Context: an optimization exercise on an open-source flow, tuned for small area. The choices shown serve that exercise and are no tape-out recipe. At most, simulation tests tie the RTL to the original design; equivalence was not proved. No activity file was given, so power comes from the tool's default toggle rates. The flow treats the clock pin as an ideal source, which a real chip does not have.

==> run A <==
// whackGame
module whackGame (
	input logic Clock,
	input logic reset,
	input logic [gamePkg::NumMoles-1:0] switches,
	input logic loadSeed,
	input logic shift,
	output gamePkg::heightT [gamePkg::NumMoles-1:0] moleHeights,
	output bcdPkg::bcdCountT totalScore,
	output bcdPkg::bcdCountT totalRise
);
==> module moleScheduler, before the edit <==
module moleScheduler (
	input logic Clock,
	input logic reset,
	input logic loadSeed,
	input logic shift,
	output logic [gamePkg::LfsrWidth-1:0] seedCount,
	output logic [gamePkg::NumMoles-1:0] riseRequest
);
	localparam int FillWidth = $clog2(gamePkg::SeqLength + 1);
	logic [gamePkg::LfsrWidth-1:0] lfsr;
	logic feedback;
	logic seeded;  
	logic [gamePkg::SeqLength-1:0] seqBits;  
	logic [FillWidth-1:0] fill;  
	always_ff @(posedge Clock or posedge reset) begin
		if (reset) begin
			seedCount <= '0;
		end else begin
			seedCount <= seedCount + 1'b1;
		end
	end
	assign feedback = lfsr[0] ^ lfsr[2] ^ lfsr[3] ^ lfsr[5];
	always_ff @(posedge Clock or posedge reset) begin
		if (reset) begin
			seeded <= 1'b0;
		end else if (loadSeed) begin
			seeded <= 1'b1;
		end
	end
	always_ff @(posedge Clock) begin
		if (loadSeed) begin
			lfsr <= seedCount;
		end else if (shift) begin
			lfsr <= {feedback, lfsr[gamePkg::LfsrWidth-1:1]};
		end
	end
	always_ff @(posedge Clock) begin
		if (shift) begin
			seqBits <= {seqBits[gamePkg::SeqLength-2:0], lfsr[0] & seeded};
		end
	end
	always_ff @(posedge Clock or posedge reset) begin
		if (reset) begin
			fill <= '0;
		end else if (shift && fill != FillWidth'(gamePkg::SeqLength)) begin
			fill <= fill + 1'b1;
		end
	end
	for (genvar k = 0; k < gamePkg::NumMoles; k++) begin : gTap
		assign riseRequest[k] = seqBits[(k + 1) * gamePkg::SlotSpacing - 1] &
			(fill >= FillWidth'((k + 1) * gamePkg::SlotSpacing));
	end
endmodule
==> module bcdCounter, before the edit <==
module bcdCounter (
	input logic Clock,
	input logic reset,
	input logic [gamePkg::NumMoles-1:0] events,
	output logic [15:0] total
);
	logic [4:0] ones;  
	logic carry;  
	logic [3:0] en;  
	logic [15:0] toggle;
	assign ones = 5'(total[3:0]) + 5'(events[0]) + 5'(events[1]) + 5'(events[2]) +
		5'(events[3]) + 5'(events[4]) + 5'(events[5]) + 5'(events[6]) + 5'(events[7]);
	assign carry = ones[4] | (ones[3] & (ones[2] | ones[1]));
	assign en[1] = carry;
	assign en[2] = en[1] & total[4] & total[7];
	assign en[3] = en[2] & total[8] & total[11];
	always_comb begin
		toggle = '0;
		for (int d = 1; d < 4; d++) begin
			toggle[4*d] = en[d];
			toggle[4*d+1] = en[d] & total[4*d] & ~total[4*d+3];
			toggle[4*d+2] = en[d] & total[4*d] & total[4*d+1];
			toggle[4*d+3] = en[d] & total[4*d] & (total[4*d+3] | (total[4*d+1] & total[4*d+2]));
		end
	end
	always_ff @(posedge Clock or posedge reset) begin
		if (reset) begin
			total <= '0;
		end else begin
			total[3:0] <= carry ? 4'(ones + 5'd6) : ones[3:0];
			total[15:4] <= total[15:4] ^ toggle[15:4];
		end
	end
endmodule
clock: 30.0 ns
lec_check: 0
cap_margin: 20
core_margin: 2
core_utilization: 65
slew_margin: 20
standard.sh (not shown) runs the stock make flow with config.mk's settings and CLKGATE_MAP_FILE= SYNTH_SCRIPT=/design/flow/synth_recipe.tcl, a recipe that flattens the netlist after the stock synthesis.
==> flow/flow/run.sh <==
#!/bin/bash
# Standard synthesis and layout (standard.sh), with: every gate set to the
# smallest size of its family after floorplanning (repair_design then upsizes
# what needs it), minimum-size port buffers, and a leaner clock tree (no dummy
# loads, small leaf buffers).
set -euo pipefail
here=$(pwd)
bash standard.sh finish \
	"POST_FLOORPLAN_TCL=$here/flow/downsize.tcl" \
	"BUFFER_PORTS_ARGS=-buffer_cell sky130_fd_sc_hd__buf_1" \
	"CTS_ARGS=-sink_clustering_enable -repair_clock_nets -dont_use_dummy_load -buf_list sky130_fd_sc_hd__clkbuf_8 -root_buf sky130_fd_sc_hd__clkbuf_16 -sink_clustering_buffer sky130_fd_sc_hd__clkbuf_16 -sink_clustering_size 30 -sink_clustering_max_diameter 100" \
	> flow.log 2>&1
==> flow/flow/downsize.tcl <==
# Swap every standard cell to the smallest-area cell of the same family
# (same name up to the drive-strength suffix, so same function and pins).
# repair_design later upsizes whatever then violates slew or capacitance.
set db [ord::get_db]
set dont_use {}
if { [info exists ::env(DONT_USE_CELLS)] } { set dont_use $::env(DONT_USE_CELLS) }
set best [dict create]
foreach lib [$db getLibs] {
  foreach m [$lib getMasters] {
    set name [$m getName]
    if { ![regexp {^(sky130_fd_sc_hd__.+)_(\d+)$} $name -> base drive] } { continue }
    set skip 0
    foreach p $dont_use { if { [string match $p $name] } { set skip 1 } }
    if { $skip } { continue }
    set a [expr { [$m getWidth] * [$m getHeight] }]
    if { ![dict exists $best $base] || $a < [lindex [dict get $best $base] 1] } {
      dict set best $base [list $m $a]
    }
  }
}
set swapped 0
foreach inst [[ord::get_db_block] getInsts] {
  set m [$inst getMaster]
  if { [$inst isFixed] } { continue }
  if { ![regexp {^(sky130_fd_sc_hd__.+)_(\d+)$} [$m getName] -> base drive] } { continue }
  if { [regexp {^sky130_fd_sc_hd__(df|edf|sdf|dl|tap|fill|decap|conb)} [$m getName]] } { continue }
  if { ![dict exists $best $base] } { continue }
  set nm [lindex [dict get $best $base] 0]
  if { [$nm getName] ne [$m getName] } {
    $inst swapMaster $nm
    incr swapped
  }
}
puts "downsize: swapped $swapped instances"
==> run Y (differences from run A) <==
--- a/flow/design.v
+++ b/flow/design.v
@@ -65,7 +65,6 @@
 	localparam int FillWidth = $clog2(gamePkg::SeqLength + 1);
 	logic [gamePkg::LfsrWidth-1:0] lfsr;
 	logic feedback;
-	logic seeded;  
 	logic [gamePkg::SeqLength-1:0] seqBits;  
 	logic [FillWidth-1:0] fill;  
 	always_ff @(posedge Clock or posedge reset) begin
@@ -78,13 +77,8 @@
 	assign feedback = lfsr[0] ^ lfsr[2] ^ lfsr[3] ^ lfsr[5];
 	always_ff @(posedge Clock or posedge reset) begin
 		if (reset) begin
-			seeded <= 1'b0;
+			lfsr <= '0;
 		end else if (loadSeed) begin
-			seeded <= 1'b1;
-		end
-	end
-	always_ff @(posedge Clock) begin
-		if (loadSeed) begin
 			lfsr <= seedCount;
 		end else if (shift) begin
 			lfsr <= {feedback, lfsr[gamePkg::LfsrWidth-1:1]};
@@ -92,7 +86,7 @@
 	end
 	always_ff @(posedge Clock) begin
 		if (shift) begin
-			seqBits <= {seqBits[gamePkg::SeqLength-2:0], lfsr[0] & seeded};
+			seqBits <= {seqBits[gamePkg::SeqLength-2:0], lfsr[0]};
 		end
 	end
 	always_ff @(posedge Clock or posedge reset) begin
@@ -213,31 +207,42 @@
 	input logic [gamePkg::NumMoles-1:0] events,
 	output logic [15:0] total
 );
-	logic [4:0] ones;  
-	logic carry;  
-	logic [3:0] en;  
-	logic [15:0] toggle;
-	assign ones = 5'(total[3:0]) + 5'(events[0]) + 5'(events[1]) + 5'(events[2]) +
-		5'(events[3]) + 5'(events[4]) + 5'(events[5]) + 5'(events[6]) + 5'(events[7]);
-	assign carry = ones[4] | (ones[3] & (ones[2] | ones[1]));
-	assign en[1] = carry;
-	assign en[2] = en[1] & total[4] & total[7];
-	assign en[3] = en[2] & total[8] & total[11];
+	logic [3:0] n;
+	logic [4:0] ones;
+	logic [3:0] onesNext;
+	logic c0;
+	logic [3:0] tensNext;
+	logic [3:0] hundNext;
+	logic [3:0] thouNext;
 	always_comb begin
-		toggle = '0;
-		for (int d = 1; d < 4; d++) begin
-			toggle[4*d] = en[d];
-			toggle[4*d+1] = en[d] & total[4*d] & ~total[4*d+3];
-			toggle[4*d+2] = en[d] & total[4*d] & total[4*d+1];
-			toggle[4*d+3] = en[d] & total[4*d] & (total[4*d+3] | (total[4*d+1] & total[4*d+2]));
+		n = '0;
+		for (int i = 0; i < gamePkg::NumMoles; i++) begin
+			n = n + 4'(events[i]);
 		end
 	end
+	assign ones = {1'b0, total[3:0]} + {1'b0, n};
+	assign c0 = (ones > 5'd9);
+	assign onesNext = c0 ? 4'(ones - 5'd10) : ones[3:0];
+	function automatic logic [3:0] incDigit(input logic [3:0] d);
+		incDigit = (d == 4'd9) ? 4'd0 : d + 1'b1;
+	endfunction
+	assign tensNext = incDigit(total[7:4]);
+	assign hundNext = incDigit(total[11:8]);
+	assign thouNext = incDigit(total[15:12]);
 	always_ff @(posedge Clock or posedge reset) begin
 		if (reset) begin
 			total <= '0;
 		end else begin
-			total[3:0] <= carry ? 4'(ones + 5'd6) : ones[3:0];
-			total[15:4] <= total[15:4] ^ toggle[15:4];
+			total[3:0] <= onesNext;
+			if (c0) begin
+				total[7:4] <= tensNext;
+				if (total[7:4] == 4'd9) begin
+					total[11:8] <= hundNext;
+					if (total[11:8] == 4'd9) begin
+						total[15:12] <= thouNext;
+					end
+				end
+			end
 		end
 	end
 endmodule
==> flow/run.sh (new file) <==
#!/bin/bash
# synth_recipe.tcl (not shown) runs the flow's synth.tcl, then flattens the netlist and writes it again
# the make line also repeats each setting of config.mk as NAME=value (left out here)
make -C /OpenROAD-flow-scripts/flow DESIGN_CONFIG=/design/flow/config.mk WORK_HOME=/design/flow/orfs CLKGATE_MAP_FILE= SYNTH_SCRIPT=/design/flow/synth_recipe.tcl finish
- CORE_UTILIZATION: 65 -> 40
- CTS_BUF_LIST: not set -> sky130_fd_sc_hd__clkbuf_4
removed: flow/flow/run.sh
removed: flow/flow/downsize.tcl
removed: flow/standard.sh
==> comparison <==
Of run A and run Y, run A has the higher sequential power (gap about 4%, measured against run Y).
In run Y the die area is larger than in run A, by about 66%.
Between run A and run Y, the lower combinational power is in run Y (gap 150%, measured against run Y).
Between run A and run Y, the lower global-route usage is in run Y (gap 5.2 points).
Utilization: run Y is lower than run A (23 points).
Against run A, the synthesized cell count of run Y is larger by about 9%.
Against run A, the register-to-register slack of run Y is higher by 1000 ps.
Via count: run Y is larger than run A (about 17%).
In run Y the clock skew is higher than in run A, by 4.5 ps.
Against run A, the worst setup slack of run Y is lower by 220 ps.
==> figures <==
| quantity | run A | run Y |
|---|---|---|
| Result of the run | complete, no violations | complete, no violations |
| Clock network fraction of total power | 0.236 | 0.388 |
| Root buffer cell | sky130_fd_sc_hd__clkbuf_16 | sky130_fd_sc_hd__clkbuf_4 |
| Number of buffers created by CTS | 24 | 156 |
| DR vias/cell | 5.61 | 4.80 |
| Total Power Consumption | 1.57 mW | 1.76 mW |
| Remaining max-slew budget at the tightest pin | 0.322 | 0.336 |
| Clock buffer cells | 24 | 210 |
| Combinational cell fraction of total power | 0.098 | 0.035 |
| Tap cell count | 455 | 765 |
| Worst-path maximum fanout | 88 | 12 |
| Pleak | 8.43 nW | 10.0 nW |
| Cell count of the worst reg-to-reg path | 23 | 16 |
| Unique masters post-synth | 56 | 67 |
| Netlist area before placement | 22,600 µm² | 23,200 µm² |
| Smallest setup slack after layout | 21,810 ps | 21,590 ps |
| Register area | 18,100 µm² | 18,000 µm² |
| Reg-to-reg critical path startpoint | i_moleScheduler.fill[5]$_DFFE_PP0P_ | i_moleScheduler.fill[4]$_DFFE_PP0P_ |
| H-tree depth reported by CTS | 1 | 4 |
| Met1 layer usage reported by global route | 0.303 | 0.180 |
| # fillers | 2,302 | 5,099 |
| Simple-gate area share of the yosys netlist | 0.0651 | 0.0784 |
Function not checked in run Y: the RTL went through the layout flow alone.

[separate check: timing with driven ports]
Ports are ideal in the flow. The routed layouts listed here were re-timed in OpenROAD. Step 1 sets driving cells, clkbuf_16 on the clock port and buf_2 on the other inputs (assumed; they add their load-dependent delay and slew). Step 2, shift: input delay + t, output delay - t, t = (earliest + latest rising clock arrival at the registers) / 2. This alone moves slack from input paths to output paths. Three values: ideal ports, drivers, drivers and shift; two values: the first two.
run	t, ns	setup WS [ns]	hold WS [ns]	latest minus earliest clock arrival (ns)	cell pins on the clock port's net
run A	0.601	21.810 / 21.827 / 21.226	0.393 / 0.393 / 0.393	0.059 / 0.059	1
run Y	0.969	21.589 / 21.536 / 21.085	0.379 / 0.379 / 0.379	0.082 / 0.083	1
After both steps setup and hold are still met in every run listed. The setup slack of run A, which loses most, moves by +0.017 ns with the drivers and by -0.584 ns with both steps.
